Context: an optimization exercise on an open-source flow, tuned for small area, a short achievable clock period and few clock cycles per item. The choices shown serve that exercise and are no tape-out recipe. No functional check of the RTL was part of any run shown here. Power and IR drop assume default switching activity.

==> flow/design.v, too long to show whole: its modules and the start of the top module <==
// module csa_fa: 9 lines
// module csa_ha: 8 lines
// module binary_neuron: 927 lines
module binary_neuron (
    input  logic                    clk,
    input  logic                    reset,
    input  logic                    in_valid,
    output logic                    in_ready,
    input  logic [320:0]            in_req,
    output logic                    out_valid,
    input  logic                    out_ready,
    output logic [9:0]              out_sum
);
  // ...
==> flow/flow/run.sh <==
#!/bin/bash
# The standard layout (standard.sh: ORFS synthesis to final layout), with
# two changes:
#  - the input and output ports are buffered with the smallest buffer,
#    sky130_fd_sc_hd__buf_1, instead of the cell buffer_ports picks by default
#    (clkdlybuf4s50_1); later repair steps may still resize them;
#  - clock tree synthesis adds no dummy loads to the clock tree.
set -euo pipefail
export BUFFER_PORTS_ARGS="-buffer_cell sky130_fd_sc_hd__buf_1"
export CTS_ARGS="-sink_clustering_enable -repair_clock_nets -buf_list sky130_fd_sc_hd__clkbuf_8 -dont_use_dummy_load"
bash standard.sh > standard_flow.log 2>&1
==> flow/standard.sh <==
#!/bin/bash
# synth_recipe.tcl (not shown) runs the flow's synth.tcl, then flattens the netlist and writes it again
# the make line also repeats each setting of config.mk as NAME=value (left out here)
make -C /OpenROAD-flow-scripts/flow DESIGN_CONFIG=/design/flow/config.mk WORK_HOME=/design/flow/orfs CLKGATE_MAP_FILE= SYNTH_SCRIPT=/design/flow/synth_recipe.tcl "${@:-finish}"
==> flow/config.mk <==
export PLATFORM = sky130hd
export DESIGN_NAME = binary_neuron
export DESIGN_NICKNAME = binary_neuron
export VERILOG_FILES = /design/flow/design.v
export SDC_FILE = /design/flow/constraint.sdc
export NUM_CORES = 4
export LEC_CHECK = 0
export CAP_MARGIN = 20
export CORE_MARGIN = 2
export CORE_UTILIZATION = 40
export CTS_BUF_LIST = sky130_fd_sc_hd__clkbuf_8
export SLEW_MARGIN = 20
export SYNTH_HIERARCHICAL = 1
export SYNTH_MINIMUM_KEEP_SIZE = 0
==> flow/constraint.sdc <==
create_clock -name core_clock -period 6.0 [get_ports {clk}]
set_input_delay 1.2000 -clock core_clock [delete_from_list [all_inputs] [get_ports {clk}]]
set_output_delay 1.2000 -clock core_clock [all_outputs]
set_load 0.01 [all_outputs]
==> flow_summary.toml, run 1 <==
[timing]
finalSetupViolations = 0
fin_hold_ws_ns = 0.459
setup_repair_after_global_routing_missed_its_margin = "no"

[detailed_routing]
avgRoutedWirePerCell_um = 17.0
ant_nets = 0
route.met2.wl_um = 17200
wl_final_um = 32100

[layout]
finish.net_count = 2031
layout_commonest_cell = "sky130_fd_sc_hd__buf_1"
clock_cell_area_share_pct = 1.54
nFlopsAndLatches = 190
post_layout_nonfiller_instances = 1886
area.growth.synth_to_final_pct = 15.3
ff_latch_area_um2 = 4200

[yosys]
synth_largest_area_cell = "sky130_fd_sc_hd__fa_1"
synth_top_cell_area_share_pct = 37.0
ys_warn_count = 8
synthMuxAreaShare_pct = 0.152

[critical_path]
crit_buf_inv = 0
path_delay_family = "adder cells"
critPathSlowestCell = "sky130_fd_sc_hd__fa_1"
critical_path_depth = 8
worst_ep_arrival_time_ns = 3.36
criticalPathCategory = "reg2reg"

[placed_design]
gp_congestion = 0.885
port-buffer-count = 336

[clock_tree]
post_cts.resized_instances = 0
clkLatencyLatePin_ns = 0.47
root_buffer = "sky130_fd_sc_hd__clkbuf_8"
cts.htree.levels = 4
tritoncts_clock_tree = "yes"

[min_path]
hold-path-cell-count = 1

[global_route]
grt_max_degree = 29
grt_antenna_before_repair = 0

[floorplanning]
core_um2 = 32500

[run_status]
status = "finished clean"

[power_and_ir_drop]
power.largest_group = "combinational logic"
pwr-share-comb_pct = 66.1
==> run 2: changes to the inputs <==
--- a/flow/design.v
+++ b/flow/design.v
@@ -3,24 +3,16 @@
     input  logic a,
     input  logic b,
     input  logic c,
     output logic s,
     output logic co
 );
     assign {co, s} = {1'b0, a} + {1'b0, b} + {1'b0, c};
 endmodule
-module csa_ha (
-    input  logic a,
-    input  logic b,
-    output logic s,
-    output logic co
-);
-    assign {co, s} = {1'b0, a} + {1'b0, b};
-endmodule
 `timescale 1ns/10ps
 module binary_neuron (
     input  logic                    clk,
     input  logic                    reset,
     input  logic                    in_valid,
     output logic                    in_ready,
     input  logic [320:0]            in_req,
     output logic                    out_valid,
@@ -724,35 +716,34 @@
     wire s501, c502;
     csa_fa u_s501 (.a(r2_c492), .b(s499), .c(c494), .s(s501), .co(c502));
     wire s503 = ~(r2_c498 ^ c500);
     wire c504 = r2_c498 | c500;
     wire [9:0] row_a = {c504, s503, s501, s495, s481, s451, s391, r2_s271, r2_s157, r2_s63};
     wire [9:0] row_b = {1'b0, c502, c496, c482, 1'b0, 1'b0, 1'b0, 1'b0, r2_s159, 1'b0};
     wire [9:0] total = row_a + row_b;
     logic         accept, pop;
-    logic [3:0] pending, pending_next;
+    logic [2:0] pending, pending_next;
     assign accept = in_valid && in_ready;
     assign pop    = out_valid && out_ready;
     always_comb begin
         case ({accept, pop})
-            2'b10:   pending_next = {pending[2:0], 1'b1};
-            2'b01:   pending_next = {1'b0, pending[3:1]};
+            2'b10:   pending_next = {pending[1:0], 1'b1};
+            2'b01:   pending_next = {1'b0, pending[2:1]};
             default: pending_next = pending;
         endcase
     end
     always_ff @(posedge clk) begin
         if (reset) begin
-            pending  <= '0;
-            in_ready <= 1'b1;
+            pending <= '0;
         end else begin
-            pending  <= pending_next;
-            in_ready <= !pending_next[3];
+            pending <= pending_next;
         end
     end
+    assign in_ready = !pending[2] || pop;
     logic [2:1] stage_valid;
     always_ff @(posedge clk) begin
         if (reset) begin
             stage_valid <= '0;
         end else begin
             stage_valid <= {stage_valid[1:1], accept};
         end
     end
@@ -888,51 +879,51 @@
         r2_c490 <= c490;
         r2_c492 <= c492;
         r2_c498 <= c498;
         r2_s63 <= s63;
         r2_s157 <= s157;
         r2_s271 <= s271;
         r2_s159 <= s159;
     end
-    logic [9:0]      q_data [0:2];
-    logic [2:0]    q_wr, q_rd, q_occ;
+    logic [9:0]      q_data [0:1];
+    logic [1:0]    q_wr, q_rd, q_occ;
     logic [9:0]      q_head;
     logic            q_empty;
     logic            result;        
     logic            head_load;     
     logic            q_push, q_pull;
     assign result    = stage_valid[2];
     assign q_empty   = !q_occ[0];
     assign head_load = !out_valid || out_ready;
     assign q_pull    = head_load && !q_empty;
     assign q_push    = result && !(head_load && q_empty);
     always_ff @(posedge clk) begin
         if (reset) begin
-            q_wr  <= 3'd1;
-            q_rd  <= 3'd1;
+            q_wr  <= 2'd1;
+            q_rd  <= 2'd1;
             q_occ <= '0;
         end else begin
-            if (q_push) q_wr <= {q_wr[1:0], q_wr[2]};
-            if (q_pull) q_rd <= {q_rd[1:0], q_rd[2]};
+            if (q_push) q_wr <= {q_wr[0:0], q_wr[1]};
+            if (q_pull) q_rd <= {q_rd[0:0], q_rd[1]};
             case ({q_push, q_pull})
-                2'b10:   q_occ <= {q_occ[1:0], 1'b1};
-                2'b01:   q_occ <= {1'b0, q_occ[2:1]};
+                2'b10:   q_occ <= {q_occ[0:0], 1'b1};
+                2'b01:   q_occ <= {1'b0, q_occ[1:1]};
                 default: ;
             endcase
         end
     end
     always_ff @(posedge clk) begin
-        for (int i = 0; i < 3; i++) begin
+        for (int i = 0; i < 2; i++) begin
             if (q_push && q_wr[i]) q_data[i] <= total;
         end
     end
     always_comb begin
         q_head = '0;
-        for (int i = 0; i < 3; i++) begin
+        for (int i = 0; i < 2; i++) begin
             q_head = q_head | (q_data[i] & {10{q_rd[i]}});
         end
     end
     always_ff @(posedge clk) begin
         if (reset) begin
             out_valid <= 1'b0;
         end else if (head_load) begin
             out_valid <= !q_empty || result;
==> flow/flow/run.sh (replaced) <==
#!/bin/bash
# The standard layout (standard.sh: ORFS synthesis to final layout), with
# one change: the input and output ports are buffered with the smallest
# buffer, sky130_fd_sc_hd__buf_1, instead of the cell buffer_ports picks by
# default (clkdlybuf4s50_1).  Later repair steps may still resize them.
set -euo pipefail
export BUFFER_PORTS_ARGS="-buffer_cell sky130_fd_sc_hd__buf_1"
bash standard.sh > standard_flow.log 2>&1
==> flow/config.mk (replaced) <==
export PLATFORM = sky130hd
export DESIGN_NAME = binary_neuron
export DESIGN_NICKNAME = binary_neuron
export VERILOG_FILES = /design/flow/design.v
export SDC_FILE = /design/flow/constraint.sdc
export NUM_CORES = 4
export LEC_CHECK = 0
export CAP_MARGIN = 20
export CORE_MARGIN = 2
export CORE_UTILIZATION = 40
export SLEW_MARGIN = 20
export SYNTH_HIERARCHICAL = 1
export SYNTH_MINIMUM_KEEP_SIZE = 0
==> run 2 against run 1 <==
Against the previous run: via count shrank 3.1%; worst hold slack worse by 0.016 ns; still clean; global-route usage increased by 0.22 points; synthesized cell count decreased by 3.2%; combinational power is 2% lower; register-to-register slack better by 0.06 ns; die area down 3.9%; maximum frequency is 2.1% higher; final area shrank 1.6%.
==> flow_summary.toml, run 2 <==
[yosys]
yosysUniqueCellTypes = 34
ys.flop_type = "sky130_fd_sc_hd__dfxtp_1"
syn-instance-count = 1064
synth_largest_area_cell = "sky130_fd_sc_hd__fa_1"
synthesis.area_um2 = 12600
synth_edf_count = 30
synth_top_cell_area_share_pct = 38.5
postSynthRegisterBits = 175
synth.cells.most_frequent = "sky130_fd_sc_hd__fa_1, sky130_fd_sc_hd__nor2_1, sky130_fd_sc_hd__dfxtp_1"
syn_nets = 1648
synth-async-reset-ratio_pct = 0
synthesis.area_per_instance_um2 = 11.9
ys_warn_count = 8
synth_most_common_cell = "sky130_fd_sc_hd__fa_1"
synth_top_cells_by_area = "sky130_fd_sc_hd__fa_1, sky130_fd_sc_hd__dfxtp_1, sky130_fd_sc_hd__xnor2_1"
synth.yosys.seq_area_share_pct = 30.1

[timing]
finalSetupViolations = 0
final_period_minus_worst_setup_slack_ns = 2.99
clk_skew_ns = 0.00872
fmax_mhz = 334
final_max_slew_viol_count = 0
tightestPinTransition_ns = 0.948
totalNegativeSetupSlack_ns = 0
hold_vio_cnt_final = 0
timing.max_slew.rel_slack_pct = 36.6
layout_worst_path_cycle_share_pct = 49.9
setup_repair_after_global_routing_missed_its_margin = "no"

[global_route]
grt_antenna_before_repair = 0
grt_usage_pct = 19.7
number_of_global_route_vias_before_repair = 9003
grt_max_degree = 17
global_route.overflow_total = 0
grt_first_pass_wirelength_um = 48300

[clock_tree]
clock_pin_slew_reported_for_the_worst_setup_and_hold_paths_after_clock_tree_synthesis_ns = 0.07
cts_buffers = 17
cts-hold-fix-buffers = 0
post_cts.repair.setup_buffers = 0
cts.htree.levels = 4
root_buffer = "sky130_fd_sc_hd__clkbuf_16"
tritoncts_clock_tree = "yes"
post_cts.resized_instances = 0
cts.sinks = 175
clkLatencyLatePin_ns = 0.42
clock_path_buffers = 2

[critical_path]
critical_path.max_stage_delay_ns = 0.49
worst_ep_required_time_ns = 6.26
critPathMaxFanout = 4
worstSetupEndpointType = "register"
crit_path_start_kind = "register"
cp_common_cell = "sky130_fd_sc_hd__fa_1"
worst_ep_arrival_time_ns = 3.25
worst_path_cell_trace = "fa_1 > fa_1 > fa_1 > ha_1 > nand4_1 > nor2_2 > or4_4 > a31oi_1"
criticalPathCategory = "reg2reg"
critPathSlowestCell = "sky130_fd_sc_hd__fa_1"

[layout]
proportion_of_layout_cells_with_a_drive_suffix_above_1_pct = 2.39
finish.instance_area_um2 = 14900
layout.cells.most_common_list = "sky130_fd_sc_hd__buf_1, sky130_fd_sc_hd__fa_1, sky130_fd_sc_hd__nor2_1"
finish.utilization_pct = 47.7
layout_commonest_cell = "sky130_fd_sc_hd__buf_1"
finish.net_count = 1998
area.growth.synth_to_final_pct = 18.2
top_regs = "q_data x20, out_sum x10, pending x3"
largest_register_ff_count = 20
post_layout_nonfiller_instances = 1827
top_register = "q_data"
ant_diodes = 0

[floorplanning]
fp.dieH_um = 182
die_width_um = 182
die-area_um2 = 33000
core_um2 = 31300
rows = 65
floorplan.initialDensity_pct = 40.3
floorplan.io_pins = 337

[detailed_routing]
dr.first_iter.drc_count = 257
post_drt_via_cell_ratio = 4.53
drcViolationCount = 0
dr_total_vias = 8285
avgRoutedWirePerCell_um = 17.1
wl_final_um = 31300
drt_pass1_iterations = 4
ant_nets = 0

[flow_run]
max_cap_viol = 0

[min_path]
timing.hold.worst.class = "reg2reg"

[placed_design]
dp.final_hpwl_um = 28500
detailed_place.area_um2 = 14400
port-buffer-count = 336
gp_congestion = 0.856
dp.cells = 1797

[power_and_ir_drop]
power_leakage_nw = 5.54
peak_supply_drop_mv = 0.592
pwr_density_cell_nw_per_um2 = 637

[run_status]
status = "finished clean"
run 2: cell types whose count changed in the layout (fill, tap and decap cells not counted), moves of 5 or more:
cell,change
sky130_fd_sc_hd__a21oi_1,-7
sky130_fd_sc_hd__a221oi_1,+6
sky130_fd_sc_hd__a222oi_1,-10
sky130_fd_sc_hd__clkbuf_16,+17
sky130_fd_sc_hd__clkbuf_8,-17
sky130_fd_sc_hd__dfxtp_1,-5
sky130_fd_sc_hd__edfxtp_1,-10
sky130_fd_sc_hd__inv_6,+6
sky130_fd_sc_hd__nand2_1,-6
run 2: cell type report:
class / count / area [µm²]
fill: 2883 / 16400
sequential: 175 / 3800
clock inverter: 12 / 128
inverter: 30 / 113
multi-input combinational: 854 / 8690
tap: 402 / 503
clock buffer: 18 / 429
timing repair buffer: 336 / 1260
run 2: where the power goes:
| group | switching [mW] | internal (mW) | total [mW] |
|---|---|---|---|
| Clock | 0.470 | 0.580 | 1.05 |
| Sequential | 0.322 | 2.04 | 2.36 |
| Combinational | 3.23 | 2.87 | 6.10 |
| Total | 4.02 | 5.49 | 9.51 |
run 2: path summary, 6_finish.rpt:
check	startpoint	end	slack [ns]	depth (start not counted)
max	r2_s443	out_sum[9]	3.01	8
min	stage_valid[1]	stage_valid[2]	0.44	1
max reg2reg	r2_s443	out_sum[9]	3.01	8
min reg2reg	stage_valid[1]	stage_valid[2]	0.44	1
run 2: modules after synthesis, one instance, submodules excluded:
| module | cells | flip-flops and latches | cell area [µm²] |
|---|---|---|---|
| binary_neuron | 821 | 175 | 7760 |
| csa_fa | 1 | 0 | 20.0 |
run 2: per-layer routing:
metal	track usage [%]	routed length (µm)	up-vias
met5	0	0	-
met2	37.2	16900	187
li1	-	-	4071
met1	23.8	12900	4014
met4	3.12	320	0
met3	3.45	1150	13
run 2: cell families (layout without fill, tap and decap cells):
kind of cell             count (synthesis)  count (layout)  synth area share [%]
AO/OA/AOI/OAI                           30              30                  1.72
multiplexers                             2               2                 0.159
buffers and inverters                   35             396                  1.04
flip-flops                             175             175                  30.1
XOR/XNOR                               198             198                  13.7
AND/OR/NAND/NOR                        365             365                  13.1
adder cells (fa/ha/maj)                259             259                  40.1
run 2: metrics by stage:
| step | worst slack, ns | hold WS (ns) | power, mW |
|---|---|---|---|
| 2_1_floorplan | 3.16 | 0.414 | 6.40 |
| 3_3_place_gp | 2.80 | 0.419 | 8.42 |
| 3_5_place_dp | 2.78 | 0.432 | 8.54 |
| 4_1_cts | 2.99 | 0.447 | 9.62 |
| 5_1_grt | 2.85 | 0.468 | 10.5 |
| 6_report | 3.01 | 0.443 | 9.51 |
run 2: worst max-delay path, delay by kind of cell, from the launching register on:
family | cells | cell delay [ns]
adders and majority gates | 4 | 1.65
and+or+nand+nor | 3 | 0.65
DFF | 1 | 0.32
AOI/OAI and AO/OA | 1 | 0.21

[what the ideal ports hide]
Ports are ideal in the flow. The routed layouts listed here were re-timed in OpenROAD.
Step 1, drivers: a clkbuf_16 drives clk and a buf_2 each remaining input, both assumed.
Step 2, shift: input delay + t, output delay - t, t = (earliest + latest rising clock arrival at the registers) / 2. This alone moves slack from input paths to output paths.
Slacks: no drivers / after step 1 / after step 2; pairs: no drivers / after step 1.
run	t, ns	setup slack, ns	clock arrival spread, ns	worst register clock-pin slew, ns
run 1	0.487	2.943 / 2.943 / 2.916	0.045 / 0.045	0.11 / 0.11
run 2	0.463	3.007 / 3.007 / 2.833	0.012 / 0.012	0.07 / 0.07
After both steps every run listed still meets setup and hold. For run 2, which loses most, drivers alone change the setup slack by 0.000 ns; drivers and shift together by -0.174 ns.
